What follows belongs to an exercise in optimizing a design on an open flow for small area, a short achievable clock period and few clock cycles; a production flow would make more cautious choices. Only simulation tests tie the RTL to the original design; equivalence was not proved. Power figures rest on the tool's default switching activity, not on a simulated workload.

==> config.mk <==
export PLATFORM = sky130hd
export DESIGN_NAME = instruction_patch_table
export DESIGN_NICKNAME = instruction_patch_table
export VERILOG_FILES = /design/flow/design.v
export SDC_FILE = /design/flow/constraint.sdc
export NUM_CORES = 8
export LEC_CHECK = 0
export ABC_CLOCK_PERIOD_IN_PS = 3000
export CAP_MARGIN = 20
export CORE_MARGIN = 2
export CORE_UTILIZATION = 45
export CTS_CLUSTER_DIAMETER = 100
export CTS_CLUSTER_SIZE = 20
export GPL_ROUTABILITY_DRIVEN = 1
export GPL_TIMING_DRIVEN = 1
export SETUP_SLACK_MARGIN = 5
export SLEW_MARGIN = 20
==> constraint.sdc <==
create_clock -name core_clock -period 10.0 [get_ports {clk}]
set_input_delay 2.0000 -clock core_clock [delete_from_list [all_inputs] [get_ports {clk}]]
set_output_delay 2.0000 -clock core_clock [all_outputs]
set_load 0.01 [all_outputs]
==> design.v <==
package ipt_pkg;
  localparam int TABLE_ENTRIES = 64;
  localparam int IDX_W = $clog2(TABLE_ENTRIES);
  localparam int CNT_W = $clog2(TABLE_ENTRIES + 1);
  localparam logic [31:0] WORD_NOP = 32'hD503201F;
  localparam logic [5:0]  OPC_B = 6'b000101;
  localparam logic [2:0] FUNC_APPLY_WORD = 3'd0;
  localparam logic [2:0] FUNC_APPLY_BRANCH = 3'd1;
  localparam logic [2:0] FUNC_APPLY_NOP = 3'd2;
  localparam logic [2:0] FUNC_REVERT = 3'd3;
  localparam logic [2:0] FUNC_REVERT_ALL = 3'd4;
  localparam logic [2:0] FUNC_STATS = 3'd5;
  localparam logic [2:0] STAT_OK = 3'd0;
  localparam logic [2:0] STAT_DISABLED = 3'd1;
  localparam logic [2:0] STAT_BAD_ADDR = 3'd2;
  localparam logic [2:0] STAT_DUPLICATE = 3'd3;
  localparam logic [2:0] STAT_FULL = 3'd4;
  localparam logic [2:0] STAT_RANGE = 3'd5;
  localparam logic [2:0] STAT_NOT_FOUND = 3'd6;
endpackage
module ipt_cell (
  input  logic        clk,
  input  logic        we,
  input  logic        keep,
  input  logic [63:0] w_addr,
  input  logic [31:0] w_orig,
  input  logic        w_nop,
  input  logic        w_br,
  input  logic [7:0]  pkey,
  output logic        peq,
  output logic [63:0] addr,
  output logic [31:0] orig,
  output logic        is_nop,
  output logic        is_br
);
  logic [63:0] addr_r;
  logic [31:0] orig_r;
  logic nop_r;
  logic br_r;
  always_ff @(posedge clk) begin
    addr_r <= (addr_r & {64{keep}}) | (w_addr & {64{we}});
    orig_r <= (orig_r & {32{keep}}) | (w_orig & {32{we}});
    nop_r <= (nop_r & keep) | (w_nop & we);
    br_r <= (br_r & keep) | (w_br & we);
  end
  assign peq = (addr_r[9:2] == pkey);
  assign addr = addr_r;
  assign orig = orig_r;
  assign is_nop = nop_r;
  assign is_br = br_r;
endmodule
module ipt_chain (
  input  logic        clk,
  input  logic [6:0]  fill,
  input  logic [6:0]  fill_k,
  input  logic [63:0] w_addr,
  input  logic [31:0] w_orig,
  input  logic        w_nop,
  input  logic        w_br,
  input  logic [7:0]  pkey,
  output logic [63:0] peq,
  input  logic [63:0] sel,
  output logic [31:0] rd_orig,
  output logic        rd_nop,
  output logic        rd_br,
  output logic [63:0] rd_addr
);
  logic [64*64-1:0] a_q;
  logic [64*32-1:0] o_q;
  logic [63:0] n_q;
  logic [63:0] b_q;
  for (genvar i = 0; i < 64; i++) begin : g_cell
    logic we;
    logic keep;
    assign we = (fill == 7'(i));
    assign keep = (fill_k != 7'(i));
    ipt_cell u_cell (
      .clk   (clk),
      .we    (we),
      .keep  (keep),
      .w_addr(w_addr),
      .w_orig(w_orig),
      .w_nop (w_nop),
      .w_br  (w_br),
      .pkey  (pkey),
      .peq   (peq[i]),
      .addr  (a_q[i*64 +: 64]),
      .orig  (o_q[i*32 +: 32]),
      .is_nop(n_q[i]),
      .is_br (b_q[i])
    );
  end
  logic [64*98-1:0] t0;
  logic [64*98-1:0] t1;
  for (genvar i = 0; i < 64; i++) begin : g_rd
    assign t0[i*98 +: 98] = {o_q[i*32 +: 32], n_q[i], b_q[i], a_q[i*64 +: 64]} & {98{sel[i]}};
  end
  always_comb begin
    t1 = t0;
    for (int w = 32; w >= 1; w = w / 2) begin
      for (int i = 0; i < w; i++) begin
        t1[i*98 +: 98] = t1[i*98 +: 98] | t1[(i+w)*98 +: 98];
      end
    end
  end
  assign {rd_orig, rd_nop, rd_br, rd_addr} = t1[0 +: 98];
endmodule
module ipt_two (
  input  logic [63:0] v,
  output logic        two
);
  logic [63:0] any;
  logic [63:0] dup;
  always_comb begin
    any = v;
    dup = '0;
    for (int w = 32; w >= 1; w = w / 2) begin
      for (int i = 0; i < w; i++) begin
        dup[i] = dup[i] | dup[i + w] | (any[i] & any[i + w]);
        any[i] = any[i] | any[i + w];
      end
    end
  end
  assign two = dup[0];
endmodule
module ipt_add #(
  parameter int W = 64
) (
  input  logic [W-1:0] a,
  input  logic [W-1:0] b,
  input  logic         ci,
  output logic [W-1:0] s,
  output logic         co
);
  logic [W-1:0] g;
  logic [W-1:0] p;
  logic [W-1:0] gg;
  logic [W-1:0] pp;
  logic [W:0] c;
  always_comb begin
    g = a & b;
    p = a ^ b;
    gg = g;
    pp = p;
    gg[0] = g[0] | (p[0] & ci);
    for (int d = 1; d < W; d = d * 2) begin
      for (int i = W - 1; i >= d; i--) begin
        gg[i] = gg[i] | (pp[i] & gg[i - d]);
        pp[i] = pp[i] & pp[i - d];
      end
    end
    c[0] = ci;
    for (int i = 0; i < W; i++) begin
      c[i + 1] = gg[i];
    end
  end
  assign s = p ^ c[W-1:0];
  assign co = c[W];
endmodule
module ipt_lt #(
  parameter int W = 64
) (
  input  logic [W-1:0] a,
  input  logic [W-1:0] b,
  output logic         lt
);
  localparam int N = 1 << $clog2(W);
  logic [N-1:0] l;
  logic [N-1:0] e;
  always_comb begin
    l = '0;
    e = '1;
    for (int i = 0; i < W; i++) begin
      l[i] = !a[i] && b[i];
      e[i] = (a[i] == b[i]);
    end
    for (int w = 1; w < N; w = w * 2) begin
      for (int i = 0; i < N; i = i + 2 * w) begin
        l[i] = l[i + w] | (e[i + w] & l[i]);
        e[i] = e[i + w] & e[i];
      end
    end
  end
  assign lt = l[0];
endmodule
module ipt_inc_eq #(
  parameter int W = 39
) (
  input  logic [W-1:0] x,
  input  logic [W-1:0] y,
  output logic         eq
);
  localparam int N = 1 << $clog2(W);
  logic [N-1:0] ap;     
  logic [N-1:0] dn;     
  logic [N-1:0] ae;     
  always_comb begin
    ap = '1;
    dn = '0;
    ae = '1;
    for (int i = 0; i < W; i++) begin
      ap[i] = x[i] && !y[i];
      dn[i] = !x[i] && y[i];
      ae[i] = (x[i] == y[i]);
    end
    for (int w = 1; w < N; w = w * 2) begin
      for (int i = 0; i < N; i = i + 2 * w) begin
        dn[i] = (dn[i] & ae[i + w]) | (ap[i] & dn[i + w]);
        ap[i] = ap[i] & ap[i + w];
        ae[i] = ae[i] & ae[i + w];
      end
    end
  end
  assign eq = dn[0] | ap[0];
endmodule
module instruction_patch_table (
  input  logic        clk,
  input  logic        rst_n,
  input  logic        start,
  output logic        busy,
  input  logic [2:0]  in_func,
  input  logic [63:0] in_target_addr,
  input  logic [63:0] in_branch_target,
  input  logic [31:0] in_new_instr,
  input  logic [31:0] in_current_word,
  output logic        out_valid,
  output logic [2:0]  out_status,
  output logic        out_write_valid,
  output logic [63:0] out_write_offset,
  output logic [31:0] out_write_data,
  output logic [6:0]  out_active_total,
  output logic [6:0]  out_nop_total,
  output logic [6:0]  out_branch_total,
  output logic        out_last,
  input  logic        cfg_valid,
  output logic        cfg_ready,
  input  logic [1:0]  cfg_index,
  input  logic [63:0] cfg_data
);
  logic enabled_r;
  logic [63:0] base_r;
  logic [63:0] size_r;
  logic [64:0] lim_r;           
  logic sz4_r;                  
  always_ff @(posedge clk) begin
    if (!rst_n) begin
      enabled_r <= 1'b1;
      base_r <= '0;
      size_r <= '0;
    end else if (cfg_valid) begin
      case (cfg_index)
        2'd0: enabled_r <= cfg_data[0];
        2'd1: base_r <= cfg_data;
        2'd2: size_r <= cfg_data;
        default: ;
      endcase
    end
  end
  logic [64:0] lim_s, lim_c, lim_nx;
  assign lim_s = {1'b0, base_r} ^ {1'b0, size_r} ^ {65{1'b1}} ^ 65'd2;
  assign lim_c = {({1'b0, base_r} & {1'b0, size_r}) |
                  (({1'b0, base_r} | {1'b0, size_r}) & ({65{1'b1}} ^ 65'd2)), 1'b0};
  ipt_add #(.W(65)) u_add_lim (
    .a (lim_s),
    .b (lim_c[64:0]),
    .ci(1'b0),
    .s (lim_nx),
    .co()
  );
  always_ff @(posedge clk) begin
    lim_r <= lim_nx;
    sz4_r <= |size_r[63:2];
  end
  logic [63:0] act_r;           
  logic [6:0] fill_r;           
  logic [6:0] fill_k_r;         
  logic [6:0] act_cnt_r;        
  logic [6:0] nop_cnt_r;
  logic [6:0] br_cnt_r;
  logic [6:0] ra_k_r;           
  logic busy_r;
  logic busy_o_r;               
  logic ra_r;                   
  logic slow_r;                 
  logic [63:0] sel_r;           
  logic [63:0] rem_r;           
  logic ph_r;                   
  logic cmp_r;                  
  logic v_valid;
  logic v_apply, v_rev, v_ra, v_stats;
  logic [63:0] v_addr;
  logic [31:0] v_cur;
  logic [31:0] v_pword;
  logic v_nop, v_br;
  logic v_rbad;                 
  logic [63:0] rsel_r;          
  logic eq_prev_r;              
  logic mode_r;                 
  logic y_valid;
  logic y_apply, y_rev, y_stats, y_step;
  logic [63:0] y_addr;
  logic [31:0] y_cur;
  logic [31:0] y_data;          
  logic y_fnop, y_fbr;          
  logic y_rbad;
  logic y_inwin;
  logic [63:0] y_csel;          
  logic y_hitc;
  logic y_fwd;                  
  logic [31:0] y_pcur;          
  logic y_pnop, y_pbr;
  logic y_last;                 
  logic hit, full, ins, rfound;
  assign hit = y_fwd || (y_hitc && |(y_csel & act_r));
  assign full = fill_r[6];
  assign ins = y_valid && y_apply && !y_rbad && enabled_r && y_inwin && !hit && !full;
  assign rfound = y_valid && y_rev && hit;
  logic accept;
  logic [2:0] f;
  logic [63:0] a;
  logic [27:0] d;
  logic [31:0] pword;
  logic w_nop, w_br;
  logic [63:0] pm;
  logic [63:0] fill_dec;
  logic [63:0] csup;
  logic multi_x;
  assign accept = start && !busy_r;
  assign f = in_func;
  assign a = in_target_addr;
  ipt_add #(.W(28)) u_add_d (
    .a (in_branch_target[27:0]),
    .b (~a[27:0]),
    .ci(1'b1),
    .s (d),
    .co()
  );
  logic [63:25] th, ah;
  logic b25, t_p1, t_m1, range_ok;
  assign th = in_branch_target[63:25];
  assign ah = a[63:25];
  ipt_lt #(.W(25)) u_lt_b25 (
    .a (in_branch_target[24:0]),
    .b (a[24:0]),
    .lt(b25)
  );
  ipt_inc_eq #(.W(39)) u_inc_p1 (
    .x (ah),
    .y (th),
    .eq(t_p1)
  );
  ipt_inc_eq #(.W(39)) u_inc_m1 (
    .x (th),
    .y (ah),
    .eq(t_m1)
  );
  assign range_ok = (th == ah) || (b25 ? t_p1 : t_m1);
  always_comb begin
    case (f)
      ipt_pkg::FUNC_APPLY_BRANCH: pword = {ipt_pkg::OPC_B, d[27:2]};
      ipt_pkg::FUNC_APPLY_NOP: pword = ipt_pkg::WORD_NOP;
      default: pword = in_new_instr;
    endcase
  end
  assign w_nop = (f == ipt_pkg::FUNC_APPLY_NOP) ||
                 (f == ipt_pkg::FUNC_APPLY_WORD && in_new_instr == ipt_pkg::WORD_NOP);
  assign w_br = (f == ipt_pkg::FUNC_APPLY_BRANCH) ||
                (f == ipt_pkg::FUNC_APPLY_WORD && in_new_instr != ipt_pkg::WORD_NOP &&
                 in_new_instr[31:26] == ipt_pkg::OPC_B);
  logic [63:0] pmx;
  logic peq_y;
  for (genvar i = 0; i < 64; i++) begin : g_dec
    assign fill_dec[i] = (fill_r == 7'(i));
  end
  assign peq_y = (a[9:2] == y_addr[9:2]);
  assign pmx = (pm & ~fill_dec) | (fill_dec & {64{peq_y}});
  assign csup = pmx & (act_r | fill_dec);
  ipt_two u_two_x (
    .v  (csup),
    .two(multi_x)
  );
  logic [63:0] cand;
  logic cand_any, cand_multi, fwd;
  logic [63:0] pre_1, low_1, src_2, pre_2, low_2, low_nx;
  logic [63:0] lsrc_b, pre_b, low_b;
  logic [63:0] rsel;
  logic [31:0] rd_orig;
  logic rd_nop, rd_br;
  logic [63:0] rd_addr;
  logic cmp;
  logic rvalid;
  logic normal, go_slow, issue_v, slow_done;
  assign cand = rsel_r;
  assign cand_any = |cand;
  ipt_two u_two_v (
    .v  (cand),
    .two(cand_multi)
  );
  assign fwd = eq_prev_r && ins;
  always_comb begin
    pre_1 = {act_r[62:0], 1'b0};
    for (int s = 1; s < 64; s = s * 2) begin
      pre_1 = pre_1 | (pre_1 << s);
    end
  end
  assign low_1 = act_r & ~pre_1;
  assign src_2 = act_r & ~low_1;
  always_comb begin
    pre_2 = {src_2[62:0], 1'b0};
    for (int s = 1; s < 64; s = s * 2) begin
      pre_2 = pre_2 | (pre_2 << s);
    end
  end
  assign low_2 = src_2 & ~pre_2;
  assign lsrc_b = slow_r ? rem_r : cand;
  always_comb begin
    pre_b = {lsrc_b[62:0], 1'b0};
    for (int s = 1; s < 64; s = s * 2) begin
      pre_b = pre_b | (pre_b << s);
    end
  end
  assign low_b = lsrc_b & ~pre_b;
  assign rsel = rsel_r;
  assign rvalid = ra_r && |(sel_r & act_r);
  logic [63:0] clrvec;
  logic ra0, v1, step_now, removed1, ra_empty;
  logic [6:0] cnt_a;            
  assign clrvec = y_fwd ? (fill_dec >> 1) : y_csel;
  assign v1 = |(sel_r & act_r) && !(rfound && |(clrvec & sel_r));
  assign cnt_a = act_cnt_r + 7'(ins) - 7'(rfound);
  logic c_ge2, c_ge3, c_eq1;
  assign ra_empty = !ins && (rfound ? (act_cnt_r == 7'd1) : (act_cnt_r == 7'd0));
  assign c_eq1 = ins ? (act_cnt_r == 7'd0) : (rfound ? (act_cnt_r == 7'd2) : (act_cnt_r == 7'd1));
  assign c_ge2 = ins ? (act_cnt_r >= 7'd1) : (rfound ? (act_cnt_r >= 7'd3) : (act_cnt_r >= 7'd2));
  assign c_ge3 = ins ? (act_cnt_r >= 7'd2) : (rfound ? (act_cnt_r >= 7'd4) : (act_cnt_r >= 7'd3));
  assign step_now = rvalid || (ra0 && v1);
  assign removed1 = step_now || (rfound && |(clrvec & low_1));
  logic miss2;
  assign miss2 = rfound && |(clrvec & low_2);
  always_comb begin
    if (removed1) begin
      low_nx = (low_2 != '0) ? low_2 : (fill_dec & {64{ins}});
    end else begin
      low_nx = (low_1 != '0) ? low_1 : (fill_dec & {64{ins}});
    end
  end
  ipt_chain u_chain (
    .clk    (clk),
    .fill   (fill_r),
    .fill_k (fill_k_r),
    .w_addr (y_addr),
    .w_orig (y_cur),
    .w_nop  (y_fnop),
    .w_br   (y_fbr),
    .pkey   (a[9:2]),
    .peq    (pm),
    .sel    (rsel),
    .rd_orig(rd_orig),
    .rd_nop (rd_nop),
    .rd_br  (rd_br),
    .rd_addr(rd_addr)
  );
  assign cmp = (rd_addr[63:10] == v_addr[63:10]) && (rd_addr[1:0] == v_addr[1:0]);
  logic v_lt_base, v_lt_lim, v_inwin;
  ipt_lt #(.W(64)) u_lt_base (
    .a (v_addr),
    .b (base_r),
    .lt(v_lt_base)
  );
  ipt_lt #(.W(64)) u_lt_lim (
    .a (v_addr),
    .b (lim_r[63:0]),
    .lt(v_lt_lim)
  );
  assign v_inwin = sz4_r && !v_lt_base && (lim_r[64] || v_lt_lim) &&
                   (v_addr[1:0] == base_r[1:0]);
  assign normal = !ra_r && !slow_r;
  assign ra0 = normal && v_valid && v_ra;
  assign go_slow = normal && v_valid && (v_apply || v_rev) && cand_multi;
  assign slow_done = slow_r && ph_r && (rem_r == '0);
  assign issue_v = (normal && v_valid && !v_ra && !go_slow) || slow_done;
  logic ra_next, slow_next, busy_nxt, busy_o_nxt;
  logic ra_more;               
  assign ra_more = rvalid ? (act_cnt_r >= 7'd2) : (act_cnt_r != 7'd0);
  assign ra_next = ra_r ? ra_more : (ra0 && (v1 ? c_ge2 : !ra_empty));
  assign slow_next = slow_r ? !slow_done : go_slow;
  assign busy_nxt = (accept && (f == ipt_pkg::FUNC_REVERT_ALL ||
                                (f <= ipt_pkg::FUNC_REVERT && multi_x))) ||
                    (ra0 && ((v1 && !miss2) ? c_ge3 : c_ge2)) || go_slow || slow_r ||
                    (ra_r && (rvalid ? (act_cnt_r >= 7'd3) : (act_cnt_r >= 7'd2)));
  assign busy_o_nxt = (start && !busy_o_r && (f == ipt_pkg::FUNC_REVERT_ALL ||
                                              (f <= ipt_pkg::FUNC_REVERT && multi_x))) ||
                      (ra0 && ((v1 && !miss2) ? c_ge3 : c_ge2)) || go_slow || slow_r ||
                      (ra_r && (rvalid ? (act_cnt_r >= 7'd3) : (act_cnt_r >= 7'd2)));
  always_ff @(posedge clk) begin
    if (!rst_n) begin
      busy_r <= 1'b0;
      busy_o_r <= 1'b0;
      ra_r <= 1'b0;
      slow_r <= 1'b0;
      v_valid <= 1'b0;
      y_valid <= 1'b0;
      mode_r <= 1'b0;
    end else begin
      busy_r <= busy_nxt;
      busy_o_r <= busy_o_nxt;
      ra_r <= ra_next;
      slow_r <= slow_next;
      mode_r <= ra_next || slow_next;
      v_valid <= busy_r ? (v_valid && !issue_v && !ra0) : (accept && (f <= ipt_pkg::FUNC_STATS));
      y_valid <= issue_v || (ra0 && (v1 || ra_empty)) || rvalid;
    end
  end
  logic [63:0] sel_nx;
  logic [63:0] act_nx;
  always_comb begin
    if (ra_r || ra0 || (accept && f == ipt_pkg::FUNC_REVERT_ALL)) begin
      sel_nx = low_nx;
    end else if (slow_r && !ph_r) begin
      sel_nx = sel_r;
    end else begin
      sel_nx = low_b;
    end
  end
  always_ff @(posedge clk) begin
    sel_r <= sel_nx;
    rsel_r <= ((ra_r && ra_more) || ra0 || slow_next || (accept && f == ipt_pkg::FUNC_REVERT_ALL)) ?
              sel_nx : (pmx & act_nx);
    if (!(slow_r && !ph_r)) begin
      rem_r <= lsrc_b & ~low_b;
    end
    ph_r <= slow_r && !ph_r;
    cmp_r <= cmp;
  end
  always_ff @(posedge clk) begin
    if (!busy_r) begin
      v_apply <= (f <= ipt_pkg::FUNC_APPLY_NOP);
      v_rev <= (f == ipt_pkg::FUNC_REVERT);
      v_ra <= (f == ipt_pkg::FUNC_REVERT_ALL);
      v_stats <= (f == ipt_pkg::FUNC_STATS);
      v_addr <= a;
      v_cur <= in_current_word;
      v_pword <= pword;
      v_nop <= w_nop;
      v_br <= w_br;
      v_rbad <= (f == ipt_pkg::FUNC_APPLY_BRANCH) && !range_ok;
    end
  end
  always_ff @(posedge clk) begin
    eq_prev_r <= (a == v_addr);
  end
  always_ff @(posedge clk) begin
    y_apply <= v_apply;
    y_rev <= v_rev;
    y_stats <= v_stats;
    y_step <= ra_r || (ra0 && v1);
    y_rbad <= v_rbad;
    y_inwin <= v_inwin;
    y_cur <= v_cur;
    y_last <= ra0 ? c_eq1 : (act_cnt_r == 7'd1);
    if (ra_r || ra0) begin
      y_addr <= rd_addr;
      y_data <= rd_orig;
      y_fnop <= rd_nop;
      y_fbr <= rd_br;
      y_csel <= sel_r;
      y_hitc <= 1'b0;
    end else if (slow_r) begin
      y_addr <= v_addr;
      if (ph_r && cmp_r) begin
        y_data <= v_apply ? v_pword : rd_orig;
        y_fnop <= v_apply ? v_nop : rd_nop;
        y_fbr <= v_apply ? v_br : rd_br;
        y_csel <= sel_r;
        y_hitc <= 1'b1;
      end else if (v_apply) begin
        y_data <= v_pword;
        y_fnop <= v_nop;
        y_fbr <= v_br;
      end
    end else if (go_slow) begin
      y_hitc <= 1'b0;
    end else begin
      y_addr <= v_addr;
      y_data <= v_apply ? v_pword : rd_orig;
      y_fnop <= v_apply ? v_nop : rd_nop;
      y_fbr <= v_apply ? v_br : rd_br;
      y_csel <= cand;
      y_hitc <= cand_any && cmp;
    end
  end
  always_ff @(posedge clk) begin
    if (!mode_r) begin
      y_fwd <= fwd;
      y_pcur <= y_cur;
      y_pnop <= y_fnop;
      y_pbr <= y_fbr;
    end
  end
  assign act_nx = ((act_r | (fill_dec & {64{ins}})) & ~(clrvec & {64{rfound}})) &
                  ~(sel_r & {64{step_now}});
  always_ff @(posedge clk) begin
    if (!rst_n) begin
      act_r <= '0;
      fill_r <= '0;
      fill_k_r <= '0;
      act_cnt_r <= '0;
      nop_cnt_r <= '0;
      br_cnt_r <= '0;
      ra_k_r <= '0;
    end else begin
      act_r <= act_nx;
      act_cnt_r <= cnt_a - 7'(step_now);
      if (ins) begin
        fill_r <= fill_r + 7'd1;
        fill_k_r <= fill_k_r + 7'd1;
        nop_cnt_r <= nop_cnt_r + 7'(y_fnop);
        br_cnt_r <= br_cnt_r + 7'(y_fbr);
      end else if (rfound) begin
        nop_cnt_r <= nop_cnt_r - 7'(y_fwd ? y_pnop : y_fnop);
        br_cnt_r <= br_cnt_r - 7'(y_fwd ? y_pbr : y_fbr);
      end
      if (ra0) begin
        nop_cnt_r <= '0;
        br_cnt_r <= '0;
        ra_k_r <= '0;
      end else if (y_valid && y_step) begin
        ra_k_r <= ra_k_r + 7'd1;
      end
    end
  end
  logic o_valid;
  logic [2:0] o_status;
  logic o_wv;
  logic [63:0] o_off;
  logic [31:0] o_data;
  logic [6:0] o_act;
  logic [6:0] o_nop;
  logic [6:0] o_br;
  logic o_last;
  logic [63:0] y_off;
  ipt_add #(.W(64)) u_add_yoff (
    .a (y_addr),
    .b (~base_r),
    .ci(1'b1),
    .s (y_off),
    .co()
  );
  always_ff @(posedge clk) begin
    if (!rst_n) begin
      o_valid <= 1'b0;
    end else begin
      o_valid <= y_valid;
    end
  end
  always_ff @(posedge clk) begin
    o_status <= ipt_pkg::STAT_OK;
    o_wv <= 1'b0;
    o_off <= '0;
    o_data <= '0;
    o_act <= '0;
    o_nop <= '0;
    o_br <= '0;
    o_last <= 1'b1;
    if (y_step) begin
      o_wv <= 1'b1;
      o_off <= y_off;
      o_data <= y_data;
      o_act <= ra_k_r + 7'd1;
      o_last <= y_last;
    end else if (y_rev) begin
      if (hit) begin
        o_wv <= 1'b1;
        o_off <= y_off;
        o_data <= y_fwd ? y_pcur : y_data;
      end else begin
        o_status <= ipt_pkg::STAT_NOT_FOUND;
      end
    end else if (y_stats) begin
      o_act <= act_cnt_r;
      o_nop <= nop_cnt_r;
      o_br <= br_cnt_r;
    end else if (y_apply) begin
      if (y_rbad) begin
        o_status <= ipt_pkg::STAT_RANGE;
      end else if (!enabled_r) begin
        o_status <= ipt_pkg::STAT_DISABLED;
      end else if (!y_inwin) begin
        o_status <= ipt_pkg::STAT_BAD_ADDR;
      end else if (hit) begin
        o_status <= ipt_pkg::STAT_DUPLICATE;
      end else if (full) begin
        o_status <= ipt_pkg::STAT_FULL;
      end else begin
        o_wv <= 1'b1;
        o_off <= y_off;
        o_data <= y_data;
      end
    end
  end
  assign busy = busy_o_r;
  assign cfg_ready = 1'b1;
  assign out_valid = o_valid;
  assign out_status = o_status;
  assign out_write_valid = o_wv;
  assign out_write_offset = o_off;
  assign out_write_data = o_data;
  assign out_active_total = o_act;
  assign out_nop_total = o_nop;
  assign out_branch_total = o_br;
  assign out_last = o_last;
endmodule
==> run.sh <==
#!/bin/bash
# synth_recipe.tcl (not shown) runs the flow's synth.tcl, then flattens the netlist and writes it again
# the make line also repeats each setting of config.mk as NAME=value (left out here)
make -C /OpenROAD-flow-scripts/flow DESIGN_CONFIG=/design/flow/config.mk WORK_HOME=/design/flow/orfs CLKGATE_MAP_FILE= SYNTH_SCRIPT=/design/flow/synth_recipe.tcl finish
==> results by group, run 1 <==
Clocking
  – CTS Buf Count: 421
  – Clk Latency, worst-skew pair: about 1.3 ns
  – TritonCTS clock tree: built
  – CTS H-tree lvls: 5
  – CTS sink cnt: approximately 7300
  – Root Driver: clkbuf_16
  – Bufs on Longest Clock Path: 4
  – Clk slew on worst S/H paths: roughly 0.090 ns

Timing
  – Final Hold Fails: 0
  – Slew Viols, Final: 101
  – Slew headroom: -11.6%
  – Endpoints failing setup: 0
  – Max Freq: around 0.18 GHz
  – Post-layout minimum cycle time: about 5.7 ns
  – Slew @ Worst Pin: 1.67 ns
  – RSZ-0062 raised after global routing: true
  – Post-Route Setup TNS: 0 ns
  – Clk_skew: roughly 0.20 ns
  – Fin crit share: 57.1%

Global route
  – GRT Util Overall: around 63%
  – First-pass GRT wire length: approximately 2700 mm
  – Initial antenna violation count: slightly above 400
  – Gr ovfl total: 0
  – Vias in the first global route: 265016
  – Largest net degree at the start of global routing: 110

Place
  – Placed Instances: around 34000
  – IO buf count: between 300 and 400
  – Detailed Place HPWL: 1310 mm
  – Placer congestion estimate: 1.10

Final layout
  – Final nets: between 20000 and 30000
  – Layout cells sized above 1: ~10%
  – Layout Cells excl Fill: between 30000 and 40000
  – Commonest cells after routing, fill and taps aside: 7802 x a22o_1, 6761 x dfxtp_1, 1556 x a221oi_1
  – Area Overhead vs Synth: 11.3%
  – Commonest non-fill, non-tap cell in the layout: a22o_1
  – Largest reg by FF count: u_chain.g_cell.u_cell.addr_r
  – Max reg flops: 4096
  – Final Util: between 50% and 60%
  – Regs by FF count: u_chain.g_cell.u_cell.addr_r: 4096 flops, u_chain.g_cell.u_cell.orig_r: 2048 flops, lim_r: 65 flops

Drt
  – Vias: between 300k and 400k
  – DR WL/cell: between 60 and 70 µm
  – Post-route ant nets: 13
  – Vias per cell: 8.96
  – Residual DRC: 0
  – Number of DRC markers in iteration 0: 82984
  – Post-Route WL: 2190 mm
  – Pre-Repair DR Iteration Count: 14

Floorplan
  – Die height: slightly above 800 µm
  – IO Pins: 390
  – FP Rows: approximately 300
  – Core area: between 0.6 and 0.7 mm²
  – Die W: ~800 µm
  – Area of the die: 0.655 mm²
  – Initial Utilization: 45.2%

Power
  – Pwr Density: 185 mW/mm²
  – Peak supply drop: 0.198 mV
  – Switching power: roughly 20 mW
  – Sw frac: 32.4%
  – Combinational share of power: between 15 and 20%
  – Int Power: around 41 mW
  – Clock power frac: between 30% and 40%
  – LEAKAGE: 126 nW
  – Flop pwr share: between 50% and 60%

Worst setup path
  – WP data required: between 10 and 15 ns
  – Worst Reg-to-Reg Cells: 12
  – Setup CP Type: flip-flop to flip-flop
  – Most frequent CP cell: buf_4
  – Crit path arrival time: 6.75 ns
  – Critical path's largest stage delay: 1.06 ns
  – Crit-path max FO: 54
  – Worst-path cell chain: buf_4 -> buf_4 -> buf_12 -> a221oi_1 -> nand4_1 -> or4_1 -> xnor2_1 -> nand4_1 -> nor4_2 -> buf_4 -> a21oi_1 -> nor2_1
  – Critical-path top delay cell: or4_1
  – CP Capture Type: flip-flop
  – Startpoint Class: flip-flop

Logic synthesis
  – Synth Area in Adders: under 10%
  – Main combinational cell family by area after synthesis: compound AO/OA/AOI/OAI gates
  – Synth warn: 10
  – Avg Inst Size Synth: 10.7 µm²
  – Most used DFF post-synth: dfxtp_1
  – Post-Synth Simple-Gate Area: a little over 6%
  – Mapped Area: 0.292 mm²
  – Mux contribution to synthesized area: 0.608%
  – Register bit total from synthesis: between 7000 and 8000
  – EDFF count, synth: slightly below 400
  – Post-synthesis xor/xnor area fraction: under 10%
  – Share of flip-flops with an asynchronous set or reset: 0%
  – Complex-gate fraction of the synthesized area: 32.6%
  – Sequential share of the synthesized area: between 50% and 60%
  – Post-Synthesis Cells: 27379
  – Synth Net Count: 28126
  – Unique masters post-synth: 99

Status
  – Status: failed layout checks
  – Layout check faults: antenna rules, capacitance limit, slew limit

Run
  – Max Cap Viol: 1

Min path
  – Worst min path class: flip-flop to flip-flop
  – Hold-critical path depth: 0
-- synth_stat cells, types with 96 or more instances --
| cell | instances | area, µm² |
|---|---|---|
| nand3_1 | 264 | 1320 |
| edfxtp_1 | 395 | 11900 |
| clkbuf_1 | 2594 | 9740 |
| a22oi_1 | 298 | 2240 |
| inv_1 | 571 | 2140 |
| nor3_1 | 181 | 906 |
| ha_1 | 476 | 5960 |
| a21oi_1 | 573 | 2870 |
| nand2_1 | 882 | 3310 |
| xnor2_1 | 244 | 2140 |
| buf_1 | 581 | 2180 |
| and2_1 | 116 | 726 |
| nand4_1 | 616 | 3850 |
| o22ai_1 | 108 | 676 |
| mux2_2 | 98 | 1100 |
| nor2_1 | 642 | 2410 |
| a21o_1 | 147 | 1100 |
| nor4_1 | 274 | 1710 |
| nor2b_1 | 96 | 601 |
| a221oi_1 | 1586 | 13900 |
| a22o_1 | 7803 | 68300 |
| dfxtp_1 | 6874 | 138000 |
| xor2_1 | 561 | 4910 |
| o21ai_0 | 268 | 1340 |
-- cells by family (layout without fill, tap and decap cells) --
| family | count (synthesis) | after routing |
|---|---|---|
| AO/OA/AOI/OAI | 11365 | 11365 |
| flip-flops | 7269 | 7269 |
| buffers and inverters | 3764 | 2911 |
| AND/OR/NAND/NOR | 3524 | 3525 |
| XOR/XNOR | 805 | 805 |
| adder cells (fa/ha/maj) | 486 | 486 |
| multiplexers | 165 | 165 |
| other | 1 | 768 |
-- path summary, 6_finish.rpt --
check                                start        end  slack, ns
worst max-delay path            rsel_r[17]     y_hitc       4.29
worst min-delay path             v_cur[27]  y_cur[27]       0.25
worst max register to register  rsel_r[17]     y_hitc       4.29
worst min register to register   v_cur[27]  y_cur[27]       0.25
-- worst max-delay path, delay by kind of cell, from the launching register on --
kind | cells | cell delay, ns
AO/OA/AOI/OAI | 2 | 0.98
AND/OR/NAND/NOR | 5 | 1.73
flip-flops | 1 | 0.48
XOR/XNOR | 1 | 0.76
buffers and inverters | 4 | 1.04
-- stage by stage --
step	hold slack [ns]	total power [mW]	setup WS [ns]	instance area [µm²]
after global placement	0.324	40.4	2.58	307000
after CTS	0.325	58.4	4.91	321000
after floorplan	0.323	35.9	5.01	292000
final	0.255	60.1	4.29	325000
after global routing	0.302	60.3	4.90	323000
after detailed placement	0.327	40.4	3.05	307000
-- power by group through the flow --
stage	combinational, mW	clock [mW]	sequential, mW
finish	9.38	19.1	31.6
detailed placement	8.28	0	32.2
CTS	8.41	18.5	31.5
global placement	8.24	0	32.1
global route	9.17	19.5	31.6
floorplan	4.43	0	31.5
-- per-layer routing --
metal,share of wire [%],global-route usage (%)
met4,12,50.9
met1,34,72.7
met3,19,42.7
met5,0.48,11.8
met2,35,76.7
-- final cells by class --
class | instances | area, µm²
Fill cell | 58111 | 321000
Sequential cell | 7269 | 150000
Multi-Input combinational cell | 16347 | 132000
Timing Repair Buffer | 1785 | 16600
Clock buffer | 490 | 11000
Tap cell | 8613 | 10800
Inverter | 575 | 2180
Antenna cell | 767 | 1920
Clock inverter | 61 | 951
-- repair_timing --
item	in CTS	in global routing
pin swaps	31	55
endpoints found under the hold margin	0	0
resized for setup	249	253
endpoints found under the setup margin	311	236
hold buffers	0	0
cloned	9	9
buffers inserted	52	46
Testbench counts, summed over its fixed seeds: cycles 6,614.
==> run 2: changes to the inputs <==
--- a/config.mk
+++ b/config.mk
@@ -10,3 +10,3 @@
 export CORE_MARGIN = 2
-export CORE_UTILIZATION = 45
+export CORE_UTILIZATION = 35
 export CTS_CLUSTER_DIAMETER = 100
==> results by group, run 2 <==
Status
  – Status: failed layout checks
  – Layout check faults: antenna rules, slew limit

Worst setup path
  – Crit-path max FO: 47
  – WP data required: approximately 11 ns
  – Critical-path top delay cell: or4_1
  – Setup CP Type: flip-flop to flip-flop
  – CP Capture Type: flip-flop
  – Startpoint Class: flip-flop
  – Reg-to-reg slack, setup: between 4 and 5 ns
  – Worst-path cell chain: buf_4 -> buf_12 -> a22o_1 -> a221oi_1 -> nand4_1 -> or4_1 -> xnor2_1 -> nor4_1 -> nand4_1 -> nor4_2 -> buf_4 -> a21oi_1 -> nor2_1
  – Crit path arrival time: between 6 and 7 ns
  – Critical path's largest stage delay: roughly 1.2 ns

Global route
  – Initial antenna violation count: just over 400
  – Largest net degree at the start of global routing: 93
  – Gr ovfl total: 0
  – Vias in the first global route: between 200k and 300k
  – First-pass GRT wire length: roughly 2800 mm
  – GRT Util Overall: 49.4%

Power
  – Combinational share of power: around 16%
  – Total Power: ~61 mW
  – LEAKAGE: about 130 nW
  – Sw frac: between 30% and 40%
  – Peak supply drop: around 0.17 mV
  – Int Power: between 40 and 50 mW
  – Clock power frac: 32.5%
  – Switching power: 19.8 mW
  – Pwr Density: 185 mW/mm²
  – Flop pwr share: 52.0%

Floorplan
  – FP Rows: roughly 340
  – IO Pins: 390
  – Die height: 917 µm
  – Area of the die: ~0.84 mm²
  – Die W: ~900 µm
  – Initial Utilization: 35.1%
  – Core area: about 0.83 mm²

Clocking
  – Bufs on Longest Clock Path: 4
  – Hold buffers post-CTS: 0
  – TritonCTS clock tree: built
  – Clk slew on worst S/H paths: 0.09 ns
  – CTS H-tree lvls: 5
  – Clk Latency, worst-skew pair: 1.28 ns
  – Root Driver: clkbuf_16
  – CTS sink cnt: about 7300
  – CTS Buf Count: between 400 and 500

Final layout
  – Final nets: about 27000
  – Largest reg by FF count: u_chain.g_cell.u_cell.addr_r
  – Commonest cells after routing, fill and taps aside: 7802 x a22o_1, 6765 x dfxtp_1, 1556 x a221oi_1
  – Area Overhead vs Synth: 12.4%
  – Final Util: 39.4%
  – Max reg flops: between 4000 and 5000
  – Filler instances: 80210
  – Commonest non-fill, non-tap cell in the layout: a22o_1
  – Layout cells sized above 1: roughly a tenth
  – Regs by FF count: u_chain.g_cell.u_cell.addr_r: 4096 flops, u_chain.g_cell.u_cell.orig_r: 2048 flops, lim_r: 65 flops
  – Post-Layout Inst Area: 0.328 mm²

Logic synthesis
  – Synth cell count leaders: 7803 x a22o_1, 6874 x dfxtp_1, 2594 x clkbuf_1, 1586 x a221oi_1, 882 x nand2_1
  – Register bit total from synthesis: approximately 7300
  – Synth warn: 10
  – Share of flip-flops with an asynchronous set or reset: 0%
  – Unique masters post-synth: between 90 and 100
  – Synth Net Count: 28126
  – Top post-synthesis cells by area: dfxtp_1 47%, a22o_1 23%, a221oi_1 4.8%, edfxtp_1 4.1%, clkbuf_1 3.3%
  – EDFF count, synth: 395
  – Count leader, synth: a22o_1
  – Sequential share of the synthesized area: 51.2%
  – Mapped Area: approximately 0.29 mm²
  – Synth top area share: 47.1%
  – Most area-hungry cell type in the Yosys netlist: dfxtp_1
  – Most used DFF post-synth: dfxtp_1
  – Post-Synthesis Cells: 27379
  – Avg Inst Size Synth: approximately 11 µm²

Timing
  – RSZ-0062 raised after global routing: true
  – Slew @ Worst Pin: between 1.5 and 2 ns
  – Worst Slack Setup Final: ~4.7 ns
  – Post-Route Setup TNS: 0 ns
  – Post-layout minimum cycle time: 5.30 ns
  – Final Hold Fails: 0
  – Slew headroom: -16.2%
  – Slew Viols, Final: 88
  – Endpoints failing setup: 0
  – Fin crit share: approximately 53%
  – Max Freq: between 0.15 and 0.2 GHz
  – Clk_skew: around 0.15 ns

Drt
  – Vias per cell: between 8 and 9
  – Post-Route WL: around 2200 mm
  – Residual DRC: 0
  – Number of DRC markers in iteration 0: between 70000 and 80000
  – DR WL/cell: roughly 58 µm
  – Post-route ant nets: 2
  – Pre-Repair DR Iteration Count: 14
  – Vias: 316369

Run
  – Max Cap Viol: 0

Place
  – Detailed Place HPWL: roughly 1300 mm
  – Placer congestion estimate: 1.08
  – Post-DP Area: about 0.31 mm²
  – IO buf count: 388
  – Place WS: around 3.1 ns

Min path
  – Worst min path class: flip-flop to flip-flop
-- run 2: cell counts after synthesis --
Identical to the previous run, type by type.
-- run 2: worst paths after layout --
kind / from / to / cells after the start
max: rsel_r[60] / y_hitc / 13
min: v_cur[26] / y_cur[26] / 0
max reg2reg: rsel_r[60] / y_hitc / 13
min reg2reg: v_cur[26] / y_cur[26] / 0
-- run 2: power groups by stage --
stage | Combinational, mW | Clock (mW) | Sequential (mW)
after global placement | 8.29 | 0 | 32.1
after CTS | 8.50 | 19.3 | 31.5
final | 9.40 | 19.8 | 31.5
after global routing | 9.25 | 20.2 | 31.5
after detailed placement | 8.33 | 0 | 32.1
after floorplan | 4.43 | 0 | 31.5
-- run 2: layout make-up --
cell class / instances / area (µm²) / share of cell area (%)
Tap cell: 11121 / 13900 / 4.24
Inverter: 575 / 2180 / 0.665
Timing Repair Buffer: 1819 / 16600 / 5.07
Clock buffer: 496 / 11200 / 3.41
Multi-Input combinational cell: 16347 / 131000 / 40.1
Antenna cell: 594 / 1490 / 0.453
Clock inverter: 90 / 1330 / 0.407
Sequential cell: 7269 / 150000 / 45.7
-- run 2: kinds of logic (layout without fill, tap and decap cells) --
kind of cell,count (synthesis),after routing,synth area share (%)
fa+ha+maj,486,486,2.10
buf+inv,3764,2980,4.85
compound gates,11365,11365,32.6
xor+xnor,805,805,2.42
other cells,1,595,0.00128
mux,165,165,0.608
flops,7269,7269,51.2
simple gates,3524,3525,6.23
-- run 2: metrics by stage --
stage,cells,hold slack (ns)
after floorplan,27379,0.323
after global placement,36974,0.326
after detailed placement,36991,0.327
after CTS,37630,0.302
after global routing,37835,0.312
final,38311,0.316
-- run 2: per-layer routing --
layer	vias to the layer above	GRT usage [%]	wire, µm
met5	-	3.26	5070
met4	200	38.6	235000
met3	13452	27.4	387000
met2	41344	64.1	811000
met1	155965	59.2	778000
li1	105408	-	-
-- run 2: repair_timing --
action	CTS	global route
setup endpoints to repair	460	152
gates cloned	3	6
pin swaps	25	47
gates resized for setup	279	219
buffers inserted	50	67
-- run 2: worst max-delay path: cells and delay by family, from the launching register on --
family,cells,cell delay [ns]
AND/OR/NAND/NOR,6,2.27
AO/OA/AOI/OAI,3,1.01
buffers and inverters,3,0.76
flip-flops,1,0.45
XOR/XNOR,1,0.31

==> re-timing with driven ports <==
No port has a modelled driver above. Below, the same layouts with a new extraction and two added sets of constraints.
Step 1 sets driving cells, clkbuf_16 on the clock port and buf_2 on the other inputs (assumed; they add their load-dependent delay and slew).
Step 2 times the ports against the registers' clock, not the clock port: input delays grow and output delays shrink by t, the midpoint of the rising clock arrivals with the driver on.
a / b / c = no drivers / after step 1 / after step 2; a / b = the first two.
run | t (ns) | setup slack, ns | clock arrival spread, ns | worst data-port slew with drivers (ns) | pins driven straight from the clock port
run 1 | 1.354 | 4.287 / 4.287 / 3.565 | 0.216 / 0.216 | 0.21 | 1
run 2 | 1.396 | 4.703 / 4.703 / 3.656 | 0.158 / 0.159 | 0.16 | 1
The setup slack of run 2, which loses most, moves by 0.000 ns with the drivers and by -1.047 ns with both steps.
